Background: an optimization exercise with open tools, aiming at small area, a short achievable clock period and few clock cycles per item. Do not read the settings as production practice.
Only simulation tests tie the RTL to the original design; equivalence was not proved.
No activity file was given, so power comes from the tool's default toggle rates.

Design lru_key_value_cache_unit, start of the top module:
module lru_key_value_cache_unit #(
    parameter int MAX_ENTRIES = lkvc_pkg::MAX_ENTRIES,
    parameter int KEY_BITS    = lkvc_pkg::KEY_BITS,
    parameter int VALUE_BITS  = lkvc_pkg::VALUE_BITS,
    localparam int TDATA_W    = ((KEY_BITS + VALUE_BITS + 7) / 8) * 8
) (
    input  wire                                  aclk,
    input  wire                                  aresetn,
    input  wire                                  psel,
    input  wire                                  penable,
    input  wire                                  pwrite,
    input  wire  [lkvc_pkg::APB_ADDR_BITS-1:0]   paddr,
    input  wire  [lkvc_pkg::APB_DATA_BITS-1:0]   pwdata,
    output logic [lkvc_pkg::APB_DATA_BITS-1:0]   prdata,
    output logic                                 pready,
    input  wire                                  s_axis_tvalid,
    output logic                                 s_axis_tready,
    input  wire  [TDATA_W-1:0]                   s_axis_tdata,   
    input  wire  [0:0]                           s_axis_tuser,   
    output logic                                 m_axis_tvalid,
    input  wire                                  m_axis_tready,
    output logic [TDATA_W-1:0]                   m_axis_tdata,   
    output logic [1:0]                           m_axis_tuser    
);
For scale: roughly 2300 cells after synthesis, about 910 flip-flops, ~180 I/O pins.
Settings: LEC_CHECK=0, ABC_CLOCK_PERIOD_IN_PS=2500, CAP_MARGIN=20, CORE_MARGIN=2, CORE_UTILIZATION=40, SETUP_SLACK_MARGIN=2.4, SLEW_MARGIN=20; clock period 5.0 ns.
run.sh (not shown) runs the stock make flow with config.mk's settings and CLKGATE_MAP_FILE= SYNTH_SCRIPT=/design/flow/synth_recipe.tcl, a recipe that flattens the netlist after the stock synthesis.
The baseline passed the timing, design-rule and antenna checks.
Testbench counts at the start, summed over its fixed seeds: cycles 4,816, items 4,800.
Rerun with:
- CTS_CLUSTER_DIAMETER: default -> 120
- CTS_CLUSTER_SIZE: default -> 24
- SETUP_SLACK_MARGIN: 2.4 -> 2.5
Result: Synthesized cell count stays the same. Core utilization drops by 1.5 points. Total power goes down by 20%. Area after synthesis is unchanged. Worst hold slack is worse by 9.7 ps. Via count goes down by 1.4%.
Rerun with:
- CORE_UTILIZATION: 40 -> 45
Outcome: Setup slack gains 33 ps. Utilization climbs by 5.4 points. Via count drops by 1.1%. Power drops by 0.83%. Combinational power drops by 3.2%. Cell count drops by 4.0%. Synthesized area does not change. Clock skew drops by 6.5 ps.
Rerun with:
- CORE_UTILIZATION: 45 -> 40
- CTS_CLUSTER_DIAMETER: 120 -> default
- CTS_CLUSTER_SIZE: 24 -> default
Sequential cell count is unchanged. Power goes up by 21%. Global-route usage goes down by 2.4 points.

Setup of pepper:
lru_key_value_cache_unit again, from the RTL that the note above started with.
clock: 5.0 ns
lec_check: 0
abc_clock_period_in_ps: 2500
cap_margin: 20
core_margin: 2
core_utilization: 40
cts_cluster_diameter: 100
cts_cluster_size: 20
setup_slack_margin: 2.5
slew_margin: 20
Testbench counts of pepper, summed over its fixed seeds: cycles 4,816, items 4,800.
Setup changes, pepper to yarrow
Settings: CTS_CLUSTER_DIAMETER changed from 100 to 120; SETUP_SLACK_MARGIN changed from 2.5 to 2.55; CTS_CLUSTER_SIZE changed from 20 to 24.
## What came out
Status: number of cells on the critical path parity (pepper, yarrow)
Cell area was lower in the run labelled yarrow.
met1 global-route usage ended up 0.39 points higher on yarrow than on pepper.
Compared to pepper, yarrow has first-iteration DRC count 4.9% lower.

The RTL this note starts from:
==> flow/design.v <==
`default_nettype none
package lkvc_pkg;
    localparam int MAX_ENTRIES = 16;
    localparam int KEY_BITS    = 16;
    localparam int VALUE_BITS  = 32;
    localparam int APB_ADDR_BITS = 2;
    localparam int APB_DATA_BITS = 32;
    localparam int CAP_BITS      = 5;
    localparam logic [CAP_BITS-1:0]      CAP_RESET        = 5'd16;
    localparam logic [APB_ADDR_BITS-1:0] REG_CAPACITY_ADR = 2'd0;
endpackage
`default_nettype wire
`default_nettype none
module lru_key_value_cache_unit #(
    parameter int MAX_ENTRIES = lkvc_pkg::MAX_ENTRIES,
    parameter int KEY_BITS    = lkvc_pkg::KEY_BITS,
    parameter int VALUE_BITS  = lkvc_pkg::VALUE_BITS,
    localparam int TDATA_W    = ((KEY_BITS + VALUE_BITS + 7) / 8) * 8
) (
    input  wire                                  aclk,
    input  wire                                  aresetn,
    input  wire                                  psel,
    input  wire                                  penable,
    input  wire                                  pwrite,
    input  wire  [lkvc_pkg::APB_ADDR_BITS-1:0]   paddr,
    input  wire  [lkvc_pkg::APB_DATA_BITS-1:0]   pwdata,
    output logic [lkvc_pkg::APB_DATA_BITS-1:0]   prdata,
    output logic                                 pready,
    input  wire                                  s_axis_tvalid,
    output logic                                 s_axis_tready,
    input  wire  [TDATA_W-1:0]                   s_axis_tdata,   
    input  wire  [0:0]                           s_axis_tuser,   
    output logic                                 m_axis_tvalid,
    input  wire                                  m_axis_tready,
    output logic [TDATA_W-1:0]                   m_axis_tdata,   
    output logic [1:0]                           m_axis_tuser    
);
    localparam int N = MAX_ENTRIES;
    localparam int CAP_BITS = lkvc_pkg::CAP_BITS;
    logic [CAP_BITS-1:0] cap_reg;
    logic                cfg_wr;
    assign pready = 1'b1;
    assign cfg_wr = psel && penable && pwrite && (paddr == lkvc_pkg::REG_CAPACITY_ADR);
    logic [CAP_BITS-1:0] rdata_q;
    always_ff @(posedge aclk) begin
        rdata_q <= (paddr == lkvc_pkg::REG_CAPACITY_ADR) ? cap_reg : '0;
    end
    assign prdata = lkvc_pkg::APB_DATA_BITS'(rdata_q);
    always_ff @(posedge aclk) begin
        if (!aresetn) begin
            cap_reg <= lkvc_pkg::CAP_RESET;
        end else if (cfg_wr) begin
            cap_reg <= pwdata[CAP_BITS-1:0];
        end
    end
    logic [N-1:0] capm;
    always_comb begin
        capm = '0;
        if (cap_reg == '0) begin
            capm[0] = 1'b1;
        end else if (int'(cap_reg) > N) begin
            capm[N-1] = 1'b1;
        end else begin
            capm[cap_reg - 1'b1] = 1'b1;
        end
    end
    logic                  r_valid;
    logic                  r_op;
    logic [KEY_BITS-1:0]   r_key;
    logic [VALUE_BITS-1:0] r_val;
    logic                  m_valid;
    logic                  m_hit;
    logic                  m_ev;
    logic [VALUE_BITS-1:0] m_val;
    logic [KEY_BITS-1:0]   m_evkey;
    logic stall, fire;
    assign stall         = m_valid && !m_axis_tready;
    assign fire          = r_valid && !stall;
    assign s_axis_tready = !(r_valid && stall);
    logic [KEY_BITS-1:0]   key_q [N];
    logic [VALUE_BITS-1:0] val_q [N];
    logic [N-1:0]          vld_q;
    logic [N-1:0]          pre_q;     
    logic                  full_q;    
    logic [N-1:0]          eq;        
    logic                  hit;
    logic                  grow;      
    logic                  full_keep, full_grow;
    logic [N-1:0]          last;      
    logic [N-1:0]          pm;        
    logic [N-1:0]          en;        
    logic                  put_miss;
    logic                  evict;
    logic [VALUE_BITS-1:0] rd_val;
    logic [KEY_BITS-1:0]   ev_key;    
    logic [N-1:0]          s_eq;      
    logic [N-1:0]          s_pre;     
    logic                  s_eq_r;    
    logic [N-1:0]          drop;      
    logic [N-1:0]          pre_d;
    always_comb begin
        for (int i = 0; i < N; i++) begin
            eq[i] = pre_q[i] && ((i < N - 1) ? !pre_q[(i < N - 1) ? i + 1 : i] : 1'b1);
        end
        hit  = pre_q[0];
        for (int i = 0; i < N; i++) begin
            last[i] = vld_q[i] && ((i < N - 1) ? !vld_q[(i < N - 1) ? i + 1 : i] : 1'b1);
            pm[i]   = full_q ? vld_q[i] : ((i > 0) ? vld_q[(i > 0) ? i - 1 : i] : 1'b1);
        end
        put_miss = r_op && !hit;
        evict    = put_miss && full_q;
        grow     = fire && put_miss && !full_q;
        for (int i = 0; i < N; i++) begin
            en[i] = fire && (pre_q[i] || (put_miss && pm[i]));
        end
        rd_val = '0;
        ev_key = '0;
        for (int i = 0; i < N; i++) begin
            rd_val = rd_val | (eq[i] ? val_q[i] : '0);
            ev_key = ev_key | (last[i] ? key_q[i] : '0);
        end
        s_eq_r = (s_axis_tdata[KEY_BITS-1:0] == r_key);
        for (int i = 0; i < N; i++) begin
            drop[i] = fire && ((hit && eq[i]) || (evict && last[i]));
            s_eq[i] = vld_q[i] && !drop[i] && (s_axis_tdata[KEY_BITS-1:0] == key_q[i]);
        end
        for (int i = N - 1; i >= 0; i--) begin
            s_pre[i] = s_eq[i] || ((i < N - 1) ? s_pre[(i < N - 1) ? i + 1 : i] : 1'b0);
        end
        for (int i = 0; i < N; i++) begin
            if (!en[i]) begin
                pre_d[i] = s_pre[i];
            end else if (i == 0) begin
                pre_d[i] = s_eq_r || s_pre[0];
            end else begin
                pre_d[i] = s_pre[(i > 0) ? i - 1 : i];
            end
        end
    end
    always_ff @(posedge aclk) begin
        if (en[0]) begin
            key_q[0] <= r_key;
            val_q[0] <= r_op ? r_val : rd_val;
        end
        for (int i = 1; i < N; i++) begin
            if (en[i]) begin
                key_q[i] <= key_q[i-1];
                val_q[i] <= val_q[i-1];
            end
        end
    end
    always_ff @(posedge aclk) begin
        if (!aresetn) begin
            vld_q <= '0;
        end else if (grow) begin
            vld_q <= {vld_q[N-2:0], 1'b1};
        end
    end
    always_comb begin
        full_keep = |(capm & vld_q);
        full_grow = |(capm & {vld_q[N-2:0], 1'b1});
    end
    always_ff @(posedge aclk) begin
        if (!aresetn) begin
            full_q <= 1'b0;
        end else begin
            full_q <= grow ? full_grow : full_keep;
        end
    end
    always_ff @(posedge aclk) begin
        if (!aresetn) begin
            r_valid <= 1'b0;
        end else if (s_axis_tready) begin
            r_valid <= s_axis_tvalid;
        end
    end
    always_ff @(posedge aclk) begin
        if (s_axis_tready) begin
            r_op  <= s_axis_tuser[0];
            r_key <= s_axis_tdata[KEY_BITS-1:0];
            r_val <= s_axis_tdata[KEY_BITS +: VALUE_BITS];
            pre_q <= pre_d;
        end
    end
    always_ff @(posedge aclk) begin
        if (!aresetn) begin
            m_valid <= 1'b0;
        end else if (!stall) begin
            m_valid <= r_valid;
        end
    end
    always_ff @(posedge aclk) begin
        if (!stall) begin
            m_hit    <= hit;
            m_ev     <= evict;
            m_val    <= r_op ? {VALUE_BITS{1'b0}} : rd_val;
            m_evkey  <= evict ? ev_key : {KEY_BITS{1'b0}};
        end
    end
    assign m_axis_tvalid = m_valid;
    assign m_axis_tuser  = {m_ev, m_hit};
    assign m_axis_tdata  = TDATA_W'({m_evkey, m_val});
endmodule
`default_nettype wire
==> flow/config.mk <==
export PLATFORM = sky130hd
export DESIGN_NAME = lru_key_value_cache_unit
export DESIGN_NICKNAME = lru_key_value_cache_unit
export VERILOG_FILES = /design/flow/design.v
export SDC_FILE = /design/flow/constraint.sdc
export NUM_CORES = 4
export LEC_CHECK = 0
export ABC_AREA = 1
export ABC_CLOCK_PERIOD_IN_PS = 2500
export CAP_MARGIN = 20
export CORE_MARGIN = 2
export CORE_UTILIZATION = 40
export SETUP_SLACK_MARGIN = 2.5
export SLEW_MARGIN = 20
==> flow/constraint.sdc <==
create_clock -name core_clock -period 5.0 [get_ports {aclk}]
set_input_delay 1.0000 -clock core_clock [delete_from_list [all_inputs] [get_ports {aclk}]]
set_output_delay 1.0000 -clock core_clock [all_outputs]
set_load 0.01 [all_outputs]
The first run completed with no timing, DRC or antenna violations.
Testbench counts at the start, summed over its fixed seeds: cycles 4,816, items 4,800.
Rerun with:
ABC_AREA = default   (was 1)
SETUP_SLACK_MARGIN = 2.8   (was 2.5)
What happened: First-iteration DRC count went up by about a fifth. Register-to-register slack degrades by 0.04 ns. Sequential share of layout area went down by 4.5 points. Cell count went down by roughly a tenth. Clock-buffer cell count went up by 7. Non-clock buffer count went up by 223.
Rerun with:
SETUP_SLACK_MARGIN = 2.5   (was 2.8)
Combinational power shrinks by 12%.
Synthesized cell count does not change.
Fmax stays flat.
Final cell count shrinks by 5.6%.
Total power shrinks by 1.2%.
Worst setup slack barely changes.
Cell area shrinks by 9.2%.
Wire length shrinks by 15%.
Utilization shrinks by 4.9 points.
Rerun with:
CORE_UTILIZATION = 50   (was 40)
=> Critical path depth is unchanged. Maximum frequency came out lower by 0.35%. Setup slack gets worse by 0.0092 ns. Non-clock buffer count came out higher by 64. Clock power came out lower by about 12%. Synthesized area does not change. Hold slack gets better by 0.018 ns. Routed wire length came out higher by 0.95%. Final cell count came out lower by about 5%. Power came out lower by about 5%.

## port drivers added, routing unchanged
Ports are ideal in the flow. The routed layouts listed here were re-timed in OpenROAD. Step 1: set_driving_cell puts a clkbuf_16 on aclk and a buf_2 on each other input, an assumption about the parent block. Step 2 also shifts input and output timing later by t, the mid clock arrival at the registers, as if the neighbouring blocks saw the same clock. Three values: no drivers, after step 1, after step 2; two values: the first two.
run	t (ns)	setup slack, ns	pins driven straight from the clock port
the first run of note 1	0.742	2.363 / 2.344 / 1.602	1
the second run of note 1	0.698	2.390 / 2.356 / 1.822	1
the third run of note 1	0.696	2.423 / 2.391 / 1.738	1
the fourth run of note 1	0.724	2.422 / 2.388 / 1.733	1
pepper	0.730	2.414 / 2.379 / 1.741	1
yarrow	0.697	2.417 / 2.367 / 1.755	1
the first run of note 3	0.750	2.424 / 2.428 / 1.721	1
the second run of note 3	0.766	2.349 / 2.314 / 1.643	1
the third run of note 3	0.740	2.348 / 2.313 / 1.783	1
the fourth run of note 3	0.714	2.338 / 2.302 / 1.645	1
After both steps every run listed still meets setup and hold. For the first run of note 1, which loses most, drivers alone change the setup slack by -0.019 ns; drivers and shift together by -0.761 ns.
